This design comes from an exercise in tuning for small area, a short achievable clock period and few clock cycles per item on the open sky130 flow, not from production work. At most, simulation tests tie the RTL to the original design; equivalence was not proved.

## led_cube_node_to_coordinate_unit
module led_cube_node_to_coordinate_unit (
  input  wire logic        clk_i,
  input  wire logic        rst_ni,
  input  wire logic        start_i,
  output logic             busy_o,
  input  wire logic [17:0] node_index_i,
  output logic             done_o,
  output logic [5:0]       voxel_x_o,
  output logic [5:0]       voxel_y_o,
  output logic [5:0]       voxel_z_o,
  output logic             index_out_of_range_o,
  input  wire logic        cfg_we_i,
  input  wire logic [2:0]  cfg_idx_i,
  input  wire logic [6:0]  cfg_data_i
);
  logic [5:0] wdim_q, hdim_q, ddim_q;
  logic [2:0] corner_q, style_q;
  logic [1:0] sstyle_q;
  logic       layer_q;
  logic [5:0] dim_wr;
  assign dim_wr = (cfg_data_i == 7'd0) ? 6'd0 : (cfg_data_i > 7'd64) ? 6'd63 : 6'(cfg_data_i - 7'd1);
  always_ff @(posedge clk_i or negedge rst_ni) begin
    if (!rst_ni) begin
      wdim_q   <= 6'd0;
      hdim_q   <= 6'd0;
      ddim_q   <= 6'd0;
      corner_q <= 3'd0;
      style_q  <= 3'd0;
      sstyle_q <= 2'd0;
      layer_q  <= 1'b0;
    end else if (cfg_we_i) begin
      case (cfg_idx_i)
        3'd0: wdim_q   <= dim_wr;
        3'd1: hdim_q   <= dim_wr;
        3'd2: ddim_q   <= dim_wr;
        3'd3: corner_q <= cfg_data_i[2:0];
        3'd4: style_q  <= (cfg_data_i[2:1] == 2'b11) ? 3'd0 : cfg_data_i[2:0];
        3'd5: sstyle_q <= (cfg_data_i[1:0] == 2'd3) ? 2'd0 : cfg_data_i[1:0];
        3'd6: layer_q  <= cfg_data_i[0];
        default: ;
      endcase
    end
  end
  function automatic logic [5:0] orient(input logic [5:0] i);
    logic [5:0] e;
    case (i)
      {3'd0, 3'd0}: e = {3'd3, 1'b0, 1'b0, 1'b0};
      {3'd0, 3'd1}: e = {3'd2, 1'b0, 1'b0, 1'b0};
      {3'd0, 3'd2}: e = {3'd5, 1'b0, 1'b0, 1'b0};
      {3'd0, 3'd3}: e = {3'd0, 1'b0, 1'b0, 1'b0};
      {3'd0, 3'd4}: e = {3'd1, 1'b0, 1'b0, 1'b0};
      {3'd0, 3'd5}: e = {3'd4, 1'b0, 1'b0, 1'b0};
  ...
For scale: about 2100 cells after synthesis, ~330 flip-flops, roughly 53 I/O pins, ~0.015 mm² of cells after synthesis.
Settings: LEC_CHECK=0, ABC_AREA=1, CAP_MARGIN=20, CORE_MARGIN=2, CORE_UTILIZATION=40, SETUP_SLACK_MARGIN=3.2, SLEW_MARGIN=20; clock period 5.5 ns.
standard.sh (not shown) runs the stock make flow with config.mk's settings and CLKGATE_MAP_FILE= SYNTH_SCRIPT=/design/flow/synth_recipe.tcl, a recipe that flattens the netlist after the stock synthesis.
==> flow/flow/run.sh <==
#!/bin/bash
# The standard layout, with the port buffers made of sky130_fd_sc_hd__buf_2 cells instead of
# the delay-buffer cells the resizer picks by default.
set -euo pipefail
bash standard.sh BUFFER_PORTS_ARGS="-buffer_cell sky130_fd_sc_hd__buf_2" finish > standard_make.log 2>&1
Then changed:
==> flow/run.sh (new file) <==
#!/bin/bash
# synth_recipe.tcl (not shown) runs the flow's synth.tcl, then flattens the netlist and writes it again
# the make line also repeats each setting of config.mk as NAME=value (left out here)
make -C /OpenROAD-flow-scripts/flow DESIGN_CONFIG=/design/flow/config.mk WORK_HOME=/design/flow/orfs CLKGATE_MAP_FILE= SYNTH_SCRIPT=/design/flow/synth_recipe.tcl finish
--- a/flow/config.mk
+++ b/flow/config.mk
@@ -11,3 +11,5 @@
 export CORE_UTILIZATION = 40
-export SETUP_SLACK_MARGIN = 3.2
+export CTS_BUF_LIST = sky130_fd_sc_hd__clkbuf_8
+export CTS_CLUSTER_SIZE = 30
+export SETUP_SLACK_MARGIN = 3.1
 export SLEW_MARGIN = 20
removed: flow/flow/run.sh
removed: flow/standard.sh
What happened: Fmax drops by 5.6%. Utilization climbs by 0.23 points. Final area climbs by 0.48%. Worst setup slack gets worse by 0.13 ns. Flip-flop and latch count is unchanged.
No run of this note included a check of the RTL's function; only the layout flow was run.

* * *

Setup of the reference run:
Another version of the RTL of led_cube_node_to_coordinate_unit (not shown whole).
For scale: about 2100 cells after synthesis.
==> flow/design.v (excerpt) <==
module led_cube_node_to_coordinate_unit (
  input  wire logic        clk_i,
  input  wire logic        rst_ni,
  input  wire logic        start_i,
  output logic             busy_o,
  input  wire logic [17:0] node_index_i,
  output logic             done_o,
  output logic [5:0]       voxel_x_o,
  output logic [5:0]       voxel_y_o,
  output logic [5:0]       voxel_z_o,
  output logic             index_out_of_range_o,
  input  wire logic        cfg_we_i,
  input  wire logic [2:0]  cfg_idx_i,
  input  wire logic [6:0]  cfg_data_i
);
clock: 5.5 ns
lec_check: 0
abc_area: 1
cap_margin: 20
core_margin: 2
core_utilization: 40
setup_slack_margin: 3.35
slew_margin: 20
==> flow/flow/run.sh <==
#!/bin/bash
# The standard layout, with the port buffers made of sky130_fd_sc_hd__buf_2 cells instead of
# the delay-buffer cells the resizer picks by default.
set -euo pipefail
bash standard.sh BUFFER_PORTS_ARGS="-buffer_cell sky130_fd_sc_hd__buf_2" finish > standard_make.log 2>&1
Testbench counts of the reference run, summed over its fixed seeds: cycles 32,448, items 32,000.
What the trial run does differently from the reference run at the input level:
Settings: swapping 3.35 for 3.25 in SETUP_SLACK_MARGIN.
Results
- Comparing share of layout cells above drive strength 1 for the reference run and the trial run, the smaller number came from the trial run.
- Non-clock buffer count: higher on the reference run
- As far as count of non-CTS inverters in the layout is concerned, the reference run and the trial run perform about the same.

* * *

Setup of run 1:
Another version of the RTL of led_cube_node_to_coordinate_unit (not shown whole).
Size: ~2100 cells after synthesis, about 330 flip-flops, roughly 53 I/O pins.
Settings: LEC_CHECK=0, ABC_AREA=1, CAP_MARGIN=20, CORE_MARGIN=2, CORE_UTILIZATION=55, CTS_CLUSTER_DIAMETER=120, CTS_CLUSTER_SIZE=24, SETUP_SLACK_MARGIN=3.3, SLEW_MARGIN=20, TNS_END_PERCENT=0; clock period 5.5 ns.
Scripts as last shown in full above: flow/flow/run.sh
Testbench counts of run 1, summed over its fixed seeds: cycles 32,448, items 32,000.
The following lists how run 2 was set up differently from run 1:
Settings: swapping 55 for 40 in CORE_UTILIZATION; swapping 0 for 5 in TNS_END_PERCENT.
Compared run 2 against run 1; count of non-CTS inverters in the layout within noise.
Register-to-register setup slack, run 1 and run 2, lower one = run 1.
Run 1 ended up with p13_xs_q[5]$_DFF_P_ as its end point of the critical path; run 2 ended up with done_o.
Modified inputs, run 3 compared to run 2
Settings: CTS_CLUSTER_SIZE: 24 -> 30; TNS_END_PERCENT: 5 -> unset; CTS_CLUSTER_DIAMETER: 120 -> 150; SETUP_SLACK_MARGIN: 3.3 -> 3.35; CORE_UTILIZATION: 40 -> 55.
==> comparison <==
Run 3 closes out successfully: all stages finished, all timing, DRC and antenna checks passed.
Compared with run 2, in run 3 DRC violation total after the first TritonRoute iteration saw an increase, multi-input logic portion of the cell area saw an increase, total routed wire length on the met1 layer saw a decrease, highest attainable clock frequency saw an increase.
For number of rows created at floorplan, dividing the value from run 2 by the value from run 3 gives 1.18.
Against run 2, routed wire length in run 3 rose slightly.
Final critical delay including setup and external delays is higher on run 2
The run showing the smaller proportion of cell area occupied by registers is run 3.

* * *

== alpha ==
Starting RTL as in the previous note.
export LEC_CHECK = 0
export ABC_AREA = 1
export CAP_MARGIN = 20
export CORE_MARGIN = 2
export CORE_UTILIZATION = 40
export CTS_CLUSTER_DIAMETER = 120
export CTS_CLUSTER_SIZE = 24
export SETUP_SLACK_MARGIN = 3.35
export SLEW_MARGIN = 20
export TNS_END_PERCENT = 5
create_clock -name core_clock -period 5.5 [get_ports {clk_i}]
Scripts as last shown in full above: flow/flow/run.sh
alpha reached the end of the flow, and the finished layout is clean on the timing, DRC and antenna checks.
Testbench counts of alpha, summed over its fixed seeds: cycles 32,448, items 32,000.
Setup changes, alpha to beta
- SETUP_SLACK_MARGIN changed from 3.35 to 3.4
==> summary.txt <==
- The global-route met1 utilization of alpha and that of beta are within noise of each other.
- Worst hold margin across beta and alpha: no real change.
- Comparing beta against alpha, there is no change at all in number of synthesized register bits.
- Per the comparison of beta with alpha, total setup buffers inserted after CTS saw an increase, area growth from synthesis to layout saw an increase, via density per instance saw an increase, die area saw little to no change.
- Compared with alpha, beta shows final wirelength that has gone up by a few percent.
#### Input delta (gamma over beta)
- clearing TNS_END_PERCENT, which used to be 5
- swapping 40 for 60 in CORE_UTILIZATION
- swapping 3.4 for 3.35 in SETUP_SLACK_MARGIN
- putting PLACE_DENSITY at 0.7 where nothing was set
==> comparison <==
As far as total number of nets in the final design is concerned, gamma and beta perform about the same. gamma vs beta: multi-input logic cell count up. Summary of gamma over beta: final critical-path share of the clock period fell by 0.65 points; hold violation total from the final report stayed essentially flat. Delta (gamma minus beta): number of post-CTS setup repair buffers has decreased.
## Diff of input files: delta against gamma
- TNS_END_PERCENT now 0, previously not set
- SETUP_SLACK_MARGIN now 3.3, was 3.35
- CORE_UTILIZATION now 40, was 60
- GPL_TIMING_DRIVEN now 0, previously not set
- PLACE_DENSITY no longer set, was 0.7
Findings:
gamma: no failed stages, no open violations at the end
delta ended with every stage complete and zero timing, DRC or antenna violations.
Any difference in routed wire length between delta and gamma is small enough to ignore.
Compared delta vs gamma, and share of cells above drive strength 1 is down in delta.
Of delta and gamma, the run reporting the lower worst setup slack was delta.
Modified inputs, epsilon compared to delta
- CTS_CLUSTER_DIAMETER: 120 -> 150
- GPL_TIMING_DRIVEN: 0 -> unset
- CTS_CLUSTER_SIZE: 24 -> 30
- TNS_END_PERCENT: 0 -> unset
- SETUP_SLACK_MARGIN: 3.3 -> 3.35
Findings:
epsilon against delta: total wire length after detailed routing higher, met3 wire length picked up an extra about 10%, delay contributed by the slowest stage of the critical path about even, overall fraction of global-route tracks in use comparable.
Comparing final non-filler cell total for delta and epsilon, the bigger number came from delta.

==> afterwards: timing with drivers on the ports <==
The results above use ideal ports. As a check the final layouts listed here were re-extracted and re-timed, cells and wires unchanged.
Step 1 assumes that a clkbuf_16 drives the clock port and a buf_2 every other input.
Step 2 also shifts input and output timing later by t, the mid clock arrival at the registers, as if the neighbouring blocks saw the same clock.
Three values: no drivers, after step 1, after step 2; two values: the first two.
run	t (ns)	setup WS [ns]	worst register clock-pin slew, ns
the first run of note 1	0.587	3.278 / 3.278 / 2.848	0.06 / 0.06
the second run of note 1	0.694	3.146 / 3.095 / 2.587	0.07 / 0.07
the reference run	0.590	3.374 / 3.323 / 2.907	0.06 / 0.06
the trial run	0.583	3.368 / 3.316 / 2.884	0.07 / 0.07
run 1	0.560	3.345 / 3.324 / 2.920	0.10 / 0.10
run 2	0.580	3.373 / 3.320 / 2.876	0.11 / 0.11
run 3	0.536	3.395 / 3.345 / 2.995	0.12 / 0.12
alpha	0.579	3.373 / 3.320 / 2.892	0.11 / 0.11
beta	0.579	3.372 / 3.319 / 2.921	0.10 / 0.10
gamma	0.549	3.408 / 3.356 / 2.929	0.10 / 0.10
delta	0.571	3.378 / 3.327 / 2.888	0.10 / 0.10
epsilon	0.555	3.381 / 3.328 / 2.933	0.12 / 0.12
After both steps every run listed still meets setup and hold. The setup slack of the second run of note 1, which loses most, moves by -0.051 ns with the drivers and by -0.559 ns with both steps.
